From an optimization exercise on the open Yosys and OpenROAD flow, aimed at small area, a short achievable clock period and few clock cycles per item; shortcuts taken in it are not production practice.
The RTL was checked by simulation tests, not by an equivalence proof against the original design.
No driver is modelled on the clock port, so clocking that relies on it looks cheaper here than on a real chip.

## v33
// qr_cordic_top
module qr_cordic_top #(
   parameter int data_w = 13
) (
   input  logic                clk,
   input  logic                rst_n,
   input  logic                valid,
   input  logic [4*data_w-1:0] in,
   output logic                out_valid,
   output logic [4*data_w-1:0] out
);
Settings: LEC_CHECK=0, CAP_MARGIN=30, CORE_MARGIN=2, CORE_UTILIZATION=30, CTS_CLUSTER_DIAMETER=100, CTS_CLUSTER_SIZE=24, SLEW_MARGIN=30; clock period 12.5 ns.
standard.sh (not shown) runs the stock make flow with config.mk's settings and CLKGATE_MAP_FILE= SYNTH_SCRIPT=/design/flow/synth_recipe.tcl, a recipe that flattens the netlist after the stock synthesis.
==> flow/flow/run.sh <==
#!/bin/bash
# Standard layout (the standard.sh, standard synthesis unchanged) with
# these changes to how it is made: timing repair is asked to leave a setup
# margin, so that the layout is pushed below the design's clock period; the
# buffer on every input and output port is a plain buffer rather than the
# delay cell the resizer picks by default; and after placement each output
# port's buffer is moved next to the register driving it (flow/outbuf.tcl).
# Each step's output goes to its own log file here.
set -euo pipefail
ARGS=("SETUP_SLACK_MARGIN=8.75" "BUFFER_PORTS_ARGS=-buffer_cell sky130_fd_sc_hd__buf_4")
for step in synth floorplan place; do
  bash standard.sh "${ARGS[@]}" $step > log_$step.txt 2>&1
done
openroad -no_init -exit flow/outbuf.tcl > log_outbuf.txt 2>&1
for step in cts finish; do
  bash standard.sh "${ARGS[@]}" $step > log_$step.txt 2>&1
done
==> flow/flow/outbuf.tcl <==
# Move each output port's buffer next to the register that drives it, so
# that the register drives a short wire and the buffer the long one to the
# port; placement legalized again.
set db orfs/results/$::env(FLOW_PLATFORM)/qr_cordic_top/base/3_place.odb
read_db $db
set block [ord::get_db_block]
set n 0
foreach bterm [$block getBTerms] {
  if {[$bterm getIoType] ne "OUTPUT"} { continue }
  set net [$bterm getNet]
  set buf ""
  foreach iterm [$net getITerms] {
    if {[$iterm isOutputSignal]} { set buf [$iterm getInst] }
  }
  if {$buf eq ""} { continue }
  set drv ""
  foreach iterm [$buf getITerms] {
    if {[$iterm isInputSignal]} {
      set in_net [$iterm getNet]
      if {$in_net eq "NULL" || $in_net eq ""} { continue }
      foreach it2 [$in_net getITerms] {
        if {[$it2 isOutputSignal]} { set drv [$it2 getInst] }
      }
    }
  }
  if {$drv eq ""} { continue }
  set loc [$drv getLocation]
  $buf setLocation [lindex $loc 0] [lindex $loc 1]
  incr n
}
puts "moved $n output buffers"
detailed_placement
check_placement -verbose
write_db $db
Testbench counts of v33, summed over its fixed seeds: cycles 9,120, matrices 96.
Changes in v32 relative to v33:
--- a/flow/flow/run.sh
+++ b/flow/flow/run.sh
@@ -8,5 +8,5 @@
 # Each step's output goes to its own log file here.
 set -euo pipefail
-ARGS=("SETUP_SLACK_MARGIN=8.75" "BUFFER_PORTS_ARGS=-buffer_cell sky130_fd_sc_hd__buf_4")
+ARGS=("SETUP_SLACK_MARGIN=8.6" "BUFFER_PORTS_ARGS=-buffer_cell sky130_fd_sc_hd__buf_4")
 for step in synth floorplan place; do
   bash standard.sh "${ARGS[@]}" $step > log_$step.txt 2>&1
Summary — design area, v32 relative to v33: lower, by about 0.5%.
Summary of v32 over v33: combined flip-flop and latch cell area did not really move; final net count essentially unchanged; share of the cycle needed by the critical path after routing held steady.
Compared with v33, in v32 met2 track utilization from global routing lost 0.33 points, clock insertion delay at the later pin of the skew report lower, global-route wire length before repair lost 2100 µm.

run 1:
Another version of the RTL of qr_cordic_top (not shown whole).
Size: roughly 5900 cells after synthesis, ~920 flip-flops, ~110 I/O pins, ~51000 µm² of cells after synthesis.
==> flow/config.mk <==
export PLATFORM = sky130hd
export DESIGN_NAME = qr_cordic_top
export DESIGN_NICKNAME = qr_cordic_top
export VERILOG_FILES = /design/flow/design.v
export SDC_FILE = /design/flow/constraint.sdc
export NUM_CORES = 4
export LEC_CHECK = 0
export ABC_AREA = 1
export CAP_MARGIN = 30
export CORE_MARGIN = 2
export CORE_UTILIZATION = 30
export CTS_CLUSTER_DIAMETER = 100
export CTS_CLUSTER_SIZE = 24
export SLEW_MARGIN = 30
==> flow/constraint.sdc <==
create_clock -name core_clock -period 12.5 [get_ports {clk}]
set_input_delay 2.5000 -clock core_clock [delete_from_list [all_inputs] [get_ports {clk}]]
set_output_delay 2.5000 -clock core_clock [all_outputs]
set_load 0.01 [all_outputs]
==> flow/flow/run.sh <==
#!/bin/bash
# Standard layout (the standard.sh, standard synthesis unchanged) with two
# changes to how it is made: timing repair is asked to leave a setup margin,
# so that the layout is pushed below the design's clock period, and the
# buffer on every input and output port is a plain buffer rather than the
# delay cell the resizer picks by default. Each step's output goes to its own
# log file here.
set -euo pipefail
ARGS=("SETUP_SLACK_MARGIN=8.6" "BUFFER_PORTS_ARGS=-buffer_cell sky130_fd_sc_hd__buf_4")
for step in synth floorplan place cts finish; do
  bash standard.sh "${ARGS[@]}" $step > log_$step.txt 2>&1
done
Testbench counts of run 1, summed over its fixed seeds: cycles 9,120, matrices 96.
--- input diff run 1..run 2 ---
- a deleted ABC_AREA that had been 1
==> flow/flow/run.sh <==
#!/bin/bash
# Standard layout (the standard.sh, standard synthesis unchanged) with
# these changes to how it is made: timing repair is asked to leave a setup
# margin, so that the layout is pushed below the design's clock period; the
# buffer on every input and output port is a plain buffer rather than the
# delay cell the resizer picks by default; and after clock tree synthesis the
# registers that drive output ports get a stronger drive (flow/outreg.tcl).
# Each step's output goes to its own log file here.
set -euo pipefail
ARGS=("SETUP_SLACK_MARGIN=8.6" "BUFFER_PORTS_ARGS=-buffer_cell sky130_fd_sc_hd__buf_4")
for step in synth floorplan place cts; do
  bash standard.sh "${ARGS[@]}" $step > log_$step.txt 2>&1
done
openroad -no_init -exit flow/outreg.tcl > log_outreg.txt 2>&1
bash standard.sh "${ARGS[@]}" finish > log_finish.txt 2>&1
==> flow/flow/outreg.tcl (new file) <==
# Give the registers that drive output ports a stronger drive: each drives a
# long wire to its port buffer. Same cells, larger drive strength, placement
# legalized again.
set plat $::env(FLOW_HOME)/platforms/$::env(FLOW_PLATFORM)
set db orfs/results/$::env(FLOW_PLATFORM)/qr_cordic_top/base/4_cts.odb
read_db $db
read_liberty $plat/lib/sky130_fd_sc_hd__tt_025C_1v80.lib
set n 0
foreach inst [get_cells -quiet {matrix_store_i.out_q* qr_sequencer_i.out_valid_q*}] {
  set master [get_property [get_property $inst liberty_cell] name]
  if {$master eq "sky130_fd_sc_hd__dfrtp_1" || $master eq "sky130_fd_sc_hd__dfrtp_2"} {
    replace_cell $inst sky130_fd_sc_hd__dfrtp_4
    incr n
  }
}
puts "resized $n output registers"
detailed_placement
check_placement -verbose
write_db $db
### Flow results
Re met1 track demand over resource: run 2 is 1.6 points down on run 1. Cmp run 2 and run 1 / maximum clock frequency / lower: run 2. Result for run 2 and run 1: all clean. As of run 2, met1 layer wirelength in the final routing had fallen by more than 10% compared to run 1. Mean instance size in the synthesized netlist in run 2 is about 30% higher than in run 1. Compared with run 1, in run 2 arrival time of data at the critical path endpoint now sits higher; core utilization +0.52 points.
--- input diff run 2..run 3 ---
==> flow/flow/run.sh <==
#!/bin/bash
# Standard layout (the standard.sh, standard synthesis unchanged) with two
# changes to how it is made: timing repair is asked to leave a setup margin,
# so that the layout is pushed below the design's clock period, and the
# buffer on every input and output port is a plain buffer rather than the
# delay cell the resizer picks by default. Each step's output goes to its own
# log file here.
set -euo pipefail
ARGS=("SETUP_SLACK_MARGIN=8.6" "BUFFER_PORTS_ARGS=-buffer_cell sky130_fd_sc_hd__buf_4")
for step in synth floorplan place cts finish; do
  bash standard.sh "${ARGS[@]}" $step > log_$step.txt 2>&1
done
removed: flow/flow/outreg.tcl
### Flow results
Run 3: all stages complete, timing, DRC and antenna checks passed. Clock buffer count from CTS of run 2 is on par with run 3. The share of cell area taken by flip-flops and latches number comes out lower for run 3 vs run 2. Between run 3 and run 2, the fraction of area in clock buffers and inverters figures differ only marginally. Looking at worst setup slack across both flows, run 3 is the weaker of the two, with run 2 ahead. Comparing run 3 and run 2, the higher cell area is on run 2. Run comparison: run 2 timing endpoint of the critical path out[49]; run 3 timing endpoint of the critical path out[40].

-- what the ideal ports hide --
How much do the figures lean on ideal ports? The routed layouts below were timed once more, with nothing changed but the port constraints. Step 1, drivers: a clkbuf_16 drives clk and a buf_2 each remaining input, both assumed. Step 2 also shifts input and output timing later by t, the mid clock arrival at the registers, as if the neighbouring blocks saw the same clock. Slacks: ideal / step 1 / step 2; pairs: ideal / step 1.
run	t, ns	setup WS [ns]	worst setup path after step 2
v33	0.712	8.781 / 8.712 / 8.361	input to register
v32	0.714	8.784 / 8.713 / 8.267	input to register
run 1	0.773	8.721 / 8.636 / 8.587	input to register
run 2	0.732	8.630 / 8.556 / 8.331	input to register
run 3	0.732	8.615 / 8.541 / 8.320	input to register
After both steps setup and hold are still met in every run listed. For v32, which loses most, drivers alone change the setup slack by -0.071 ns; drivers and shift together by -0.517 ns.
